Background: an optimization exercise with open tools, aiming at small area, a short achievable clock period and few clock cycles. Do not read the settings as production practice. Only simulation tests tie the RTL to the original design; equivalence was not proved. No driver is modelled on the clock port, so clocking that relies on it looks cheaper here than on a real chip. Power is estimated from default activity; no workload was simulated.

==> inputs of indigo <==
## qc_fsm_complex
module qc_fsm_complex #(
  parameter int unsigned N    = 3,
  parameter int unsigned W    = 16,
  parameter int unsigned FRAC = W - 2
) (
  input  logic         clk,
  input  logic         reset,
  input  logic         load_ready,
  input  logic [W-1:0] load_data,
  input  logic         new_gate,
  output logic [W-1:0] send_data,
  output logic         busy,
  output logic         done,
  output logic         sat
);
  localparam int unsigned Max  = 1 << N;
  localparam int unsigned AccW = 2 * W + N + 1;   
  localparam int unsigned ND   = W / 2;      
  localparam logic [AccW-1:0] KPos    = AccW'((((64'd1 << (2 * ND)) - 64'd1) / 64'd3) << W);
  localparam logic [AccW-1:0] AccInit = (AccW'(1) << (FRAC - 1)) - AccW'(2 * Max) * KPos;
  logic            wait_ack_q;    
  logic            cap;           
  logic            cap_q;         
  logic            ph1_q;         
  logic            ph_load_q, ph_gate_q, ph_drain_q, ph_send_q;
  ...
make LEC_CHECK=0 CAP_MARGIN=20 CORE_MARGIN=2 CORE_UTILIZATION=70 CTS_BUF_LIST=sky130_fd_sc_hd__clkbuf_16 CTS_CLUSTER_DIAMETER=100 CTS_CLUSTER_SIZE=30 PLACE_DENSITY=0.75 SLEW_MARGIN=20 finish   # period 12.5 ns
run.sh (not shown) runs the stock make flow with config.mk's settings and CLKGATE_MAP_FILE= SYNTH_SCRIPT=/design/flow/synth_recipe.tcl, a recipe that flattens the netlist after the stock synthesis.
==> cedar: changes against indigo <==
--- a/flow/design.v
+++ b/flow/design.v
@@ -29,11 +29,12 @@
   logic            done_q, sat_q;
   logic            part, row_last;
   assign part     = cnt_q[0];
   assign row_last = &cnt_q[2*N:N+1];
   assign cap = load_ready & ~wait_ack_q;
-  logic wpart_q, wfirst_q, wlast_q, wrow7_q;
+  logic wlast_q, wrow7_q;
+  logic first0_q, first_q;
   logic a0_q, a1_q;
   logic r_q;
   logic [W-1:0]       x_q;
   logic [ND-1:0]      one_q, two_q, neg_q;
   logic [2*W-1:0]     pcs_s_q, pcs_c_q;
@@ -41,16 +42,15 @@
   logic [W-1:0]       send_q;
   logic [2*W-1:0]     s_q [Max];      
   logic [2*W-1:0]     o_q [Max-1];
   logic [2*W-1:0] m_s, m_c;
   qc_mul_cs u_mul (.x(x_q), .one(one_q), .two(two_q), .neg(neg_q), .s(m_s), .c(m_c));
-  logic          y_re, y_neg, y_ld;
+  logic          y_re, y_neg;
   logic [W-1:0]  y;
   logic [ND-1:0] y_one, y_two, y_negd;
-  assign y_ld  = cap_q | ph1_q;
-  assign y_re  = ph_load_q | (cap_q ? part : wpart_q);
-  assign y_neg = ~cap_q & ~wpart_q;
+  assign y_re  = cap_q ? part : ~part;
+  assign y_neg = ~cap_q & part;
   assign y     = y_re ? s_q[0][W-1:0] : s_q[0][2*W-1:W];
   always_comb begin
     for (int i = 0; i < ND; i++) begin
       logic b2, b1, b0;
       b2 = y[2*i+1];
@@ -60,11 +60,11 @@
       y_two[i]  = (b2 & ~b1 & ~b0) | (~b2 & b1 & b0);
       y_negd[i] = b2 ^ y_neg;
     end
   end
   logic [AccW-1:0] acc_base, acc_sum;
-  assign acc_base = wfirst_q ? AccInit : acc_a_q;
+  assign acc_base = first_q ? AccInit : acc_a_q;
   assign acc_sum  = acc_base + AccW'(pcs_s_q) + AccW'(pcs_c_q);
   logic          ovf_re, ovf_im;
   logic [AccW-1:0] acc_re_q, acc_im_q;
   assign acc_re_q = acc_a_q;
   assign acc_im_q = acc_b_q;
@@ -85,19 +85,17 @@
       ph_drain_q <= 1'b0;
       ph_send_q  <= 1'b0;
       cnt_q      <= '0;
       lastw_q    <= 1'b0;
       done_q     <= 1'b0;
-      sat_q      <= 1'b0;
       a0_q       <= 1'b0;
       a1_q       <= 1'b0;
       r_q        <= 1'b0;
       rot_q      <= 1'b0;
       ld_im_q    <= 1'b0;
       push_o_q   <= 1'b0;
       push_s_q   <= 1'b0;
-      send_q     <= '0;
     end else begin
       if (cap) wait_ack_q <= 1'b1;
       else if (!load_ready) wait_ack_q <= 1'b0;
       cap_q  <= cap;
       ph1_q  <= cap_q & ph_gate_q;
@@ -107,23 +105,19 @@
       rot_q    <= cap & (ph_load_q ? ~part : (ph_gate_q | ph_send_q) & part);
       ld_im_q  <= cap & ph_load_q & part;
       push_s_q <= a1_q & wlast_q & wrow7_q;
       push_o_q <= (a1_q & wlast_q & ~wrow7_q) | (cap & ph_gate_q & row_last & part);
       done_q <= lastw_q & wait_ack_q & ~load_ready;
-      if (cap) begin
-        lastw_q <= ph_send_q & (cnt_q[N:0] == (N+1)'(2 * Max - 1));
-        if (ph_send_q) send_q <= part ? s_q[0][2*W-1:W] : s_q[0][W-1:0];
-      end
+      if (cap) lastw_q <= ph_send_q & (cnt_q[N:0] == (N+1)'(2 * Max - 1));
       if (cap_q) begin
         cnt_q <= cnt_q + 1'b1;
         if (ph_load_q) begin
           if (cnt_q[N:0] == (N+1)'(2 * Max - 1)) begin
             cnt_q     <= '0;
             ph_load_q <= 1'b0;
             ph_gate_q <= 1'b1;
           end
-          if (cnt_q[N:0] == '0) sat_q <= 1'b0;
         end
         if (ph_gate_q && (&cnt_q) && !ng_q) begin
           ph_gate_q  <= 1'b0;
           ph_drain_q <= 1'b1;
         end
@@ -135,27 +129,27 @@
       end
       if (ph_drain_q && a1_q) begin
         ph_drain_q <= 1'b0;
         ph_send_q  <= 1'b1;
       end
-      if (r_q) sat_q <= sat_q | ovf_re | ovf_im;
     end
   end
   always_ff @(posedge clk) begin
+    if (cap && ph_send_q) send_q <= part ? s_q[0][2*W-1:W] : s_q[0][W-1:0];
+    if (cap_q && ph_load_q && cnt_q[N:0] == '0) sat_q <= 1'b0;
+    else if (r_q) sat_q <= sat_q | ovf_re | ovf_im;
     ng_q <= new_gate;
     if (!wait_ack_q) x_q <= load_data;
     if (cap_q) begin
-      wpart_q  <= part;
-      wfirst_q <= (cnt_q[N:0] == '0);
       wlast_q  <= (cnt_q[N:0] == (N+1)'(2 * Max - 1));
       wrow7_q  <= row_last;
     end
-    if (y_ld) begin
-      one_q <= y_one;
-      two_q <= y_two;
-      neg_q <= y_negd;
-    end
+    one_q <= y_one;
+    two_q <= y_two;
+    neg_q <= y_negd;
+    first0_q <= cap_q & (cnt_q[N:0] == '0);
+    first_q  <= (cap_q & (cnt_q[N:0] == '0)) | first0_q;
     pcs_s_q <= m_s;
     pcs_c_q <= m_c;
     if (a0_q | a1_q) begin
       acc_a_q <= acc_b_q;
       acc_b_q <= acc_sum;
==> flow/flow/run.sh (new file) <==
#!/bin/bash
# The standard layout (standard.sh: standard synthesis, floorplan, place, CTS, route),
# with three changes to how it is made:
#  - the port buffers are buf_4 cells instead of the resizer's default pick (a delay cell);
#  - timing repair aims at a setup slack margin well past zero, so that the layout runs
#    faster than the clock period asks for;
#  - after CTS, the root buffer that CTS puts right at the clock port is taken out, so the
#    port drives the four buffers of the tree's first level directly (unroot.tcl). Every
#    register's clock still passes two levels of clock buffers; all arrive equally earlier.
# The clock period, SDC and all other settings are the standard flow's.
set -euo pipefail
cd "$(dirname "$0")/.."
export BUFFER_PORTS_ARGS="-buffer_cell sky130_fd_sc_hd__buf_4"
export SETUP_SLACK_MARGIN=9.1
export TNS_END_PERCENT=100
R=orfs/results/sky130hd/qc_fsm_complex/base
bash standard.sh cts > make_cts.log 2>&1
UNROOT_IN=$R/4_cts.odb UNROOT_OUT=$R/4_cts.odb openroad -no_init -exit flow/unroot.tcl > unroot.log 2>&1
bash standard.sh finish > make_finish.log 2>&1
==> flow/flow/unroot.tcl (new file) <==
set in_db  $::env(UNROOT_IN)
set out_db $::env(UNROOT_OUT)
read_db $in_db
set block [ord::get_db_block]
set port_net [$block findNet clk]
set root ""
foreach it [$port_net getITerms] {
  if {[[$it getInst] getName] ne ""} { lappend root [$it getInst] }
}
puts "port net loads: [llength $root]"
if {[llength $root] != 1} { puts "UNROOT: port drives [llength $root] cells, left as is"; write_db $out_db; exit 0 }
set root [lindex $root 0]
set master [[$root getMaster] getName]
if {![string match "sky130_fd_sc_hd__clkbuf_*" $master]} { puts "UNROOT: root is $master, left as is"; write_db $out_db; exit 0 }
set out_net ""
foreach it [$root getITerms] {
  if {[$it isOutputSignal]} { set out_net [$it getNet] }
}
set loads {}
foreach it [$out_net getITerms] {
  if {[$it getInst] ne $root} { lappend loads $it }
}
if {[llength [$out_net getBTerms]] > 0} { puts "UNROOT: root output drives a port, left as is"; write_db $out_db; exit 0 }
puts "root [$root getName] ($master) drives [llength $loads] pins on [$out_net getName]"
if {[llength $loads] > 4} { puts "UNROOT: too many loads, left as is"; write_db $out_db; exit 0 }
foreach it $loads {
  puts "  move [[$it getInst] getName]/[[$it getMTerm] getName] to [$port_net getName]"
  $it disconnect
  $it connect $port_net
}
foreach it [$root getITerms] { if {[$it getNet] ne "NULL"} { $it disconnect } }
odb::dbInst_destroy $root
odb::dbNet_destroy $out_net
write_db $out_db
puts "UNROOT: done"
==> flow/standard.sh (new file) <==
#!/bin/bash
# synth_recipe.tcl (not shown) runs the flow's synth.tcl, then flattens the netlist and writes it again
# the make line also repeats each setting of config.mk as NAME=value (left out here)
make -C /OpenROAD-flow-scripts/flow DESIGN_CONFIG=/design/flow/config.mk WORK_HOME=/design/flow/orfs CLKGATE_MAP_FILE= SYNTH_SCRIPT=/design/flow/synth_recipe.tcl "${@:-finish}"
Settings changed: CTS_CLUSTER_DIAMETER 100 to 90, CTS_CLUSTER_SIZE 30 to 24.
removed: flow/run.sh
==> qor.csv <==
metric;value;unit
status;timing/DRC/antenna clean;
crit-path cells;clkdlybuf4s50_1;
combinational power share;0.375;
area grow syn2layout;5.12;%
hold_sp;o_q[6][22];
aggregate global-route resource usage;0.281;
critical-path maximum fanout;3;
fraction of area in multi-input gates;0.290;
Final min period;4.11;ns
vias per cell;6.13;
clk_buf instances;27;
Final Util;0.742;
Int Pwr;4.14;mW
post-CTS sizing;0;
Post-Synthesis Cell Area;30300;um2
commonest non-fill, non-tap cells in the layout;edfxtp_1, inv_1, a22oi_1;
the above is filed under indigo

==> qor.csv <==
metric;value;unit
status;timing/DRC/antenna clean;
combinational power share;0.487;
clk_buf instances;37;
routed wire length;64.6;mm
post-CTS sizing;54;
Signal buf overhead;0.0355;
CTS H-tree depth;2;
fraction of area in multi-input gates;0.287;
critical-path maximum fanout;2;
hold_sp;a0_q;
vias per cell;6.28;
commonest non-fill, non-tap cells in the layout;edfxtp_1, inv_1, a22oi_1;
Final Util;0.777;
Post-Synthesis Cell Area;30000;um2
Final min period;3.46;ns
crit-path cells;buf_6;
Core Region;42100;um2
area grow syn2layout;9.05;%
the above is filed under cedar

Testbench counts of indigo, summed over its fixed seeds: cycles 66,240.
Testbench counts of cedar, summed over its fixed seeds: cycles 66,240.

==> re-timing with driven ports <==
How much do the figures lean on ideal ports? The routed layouts below were timed once more, with nothing changed but the port constraints.
Step 1 (the two cells are an assumption about what drives the block):
set clk [get_ports {clk}]
set_driving_cell -lib_cell sky130_fd_sc_hd__clkbuf_16 $clk
set_driving_cell -lib_cell sky130_fd_sc_hd__buf_2 [delete_from_list [all_inputs] $clk]
Step 2 times the ports against the registers' clock, not the clock port: input delays grow and output delays shrink by t, the midpoint of the rising clock arrivals with the driver on.
Three values: ideal ports, drivers, drivers and shift; two values: the first two.
run | shift t [ns] | setup slack, ns | slew at the worst register clock pin (ns)
indigo | 0.657 | 8.394 / 8.337 / 8.219 | 0.12 / 0.12
cedar | 0.509 | 9.044 / 8.920 / 8.853 | 0.10 / 0.10
After both steps setup and hold are still met in every run listed. For cedar, which loses most, drivers alone change the setup slack by -0.124 ns; drivers and shift together by -0.191 ns.
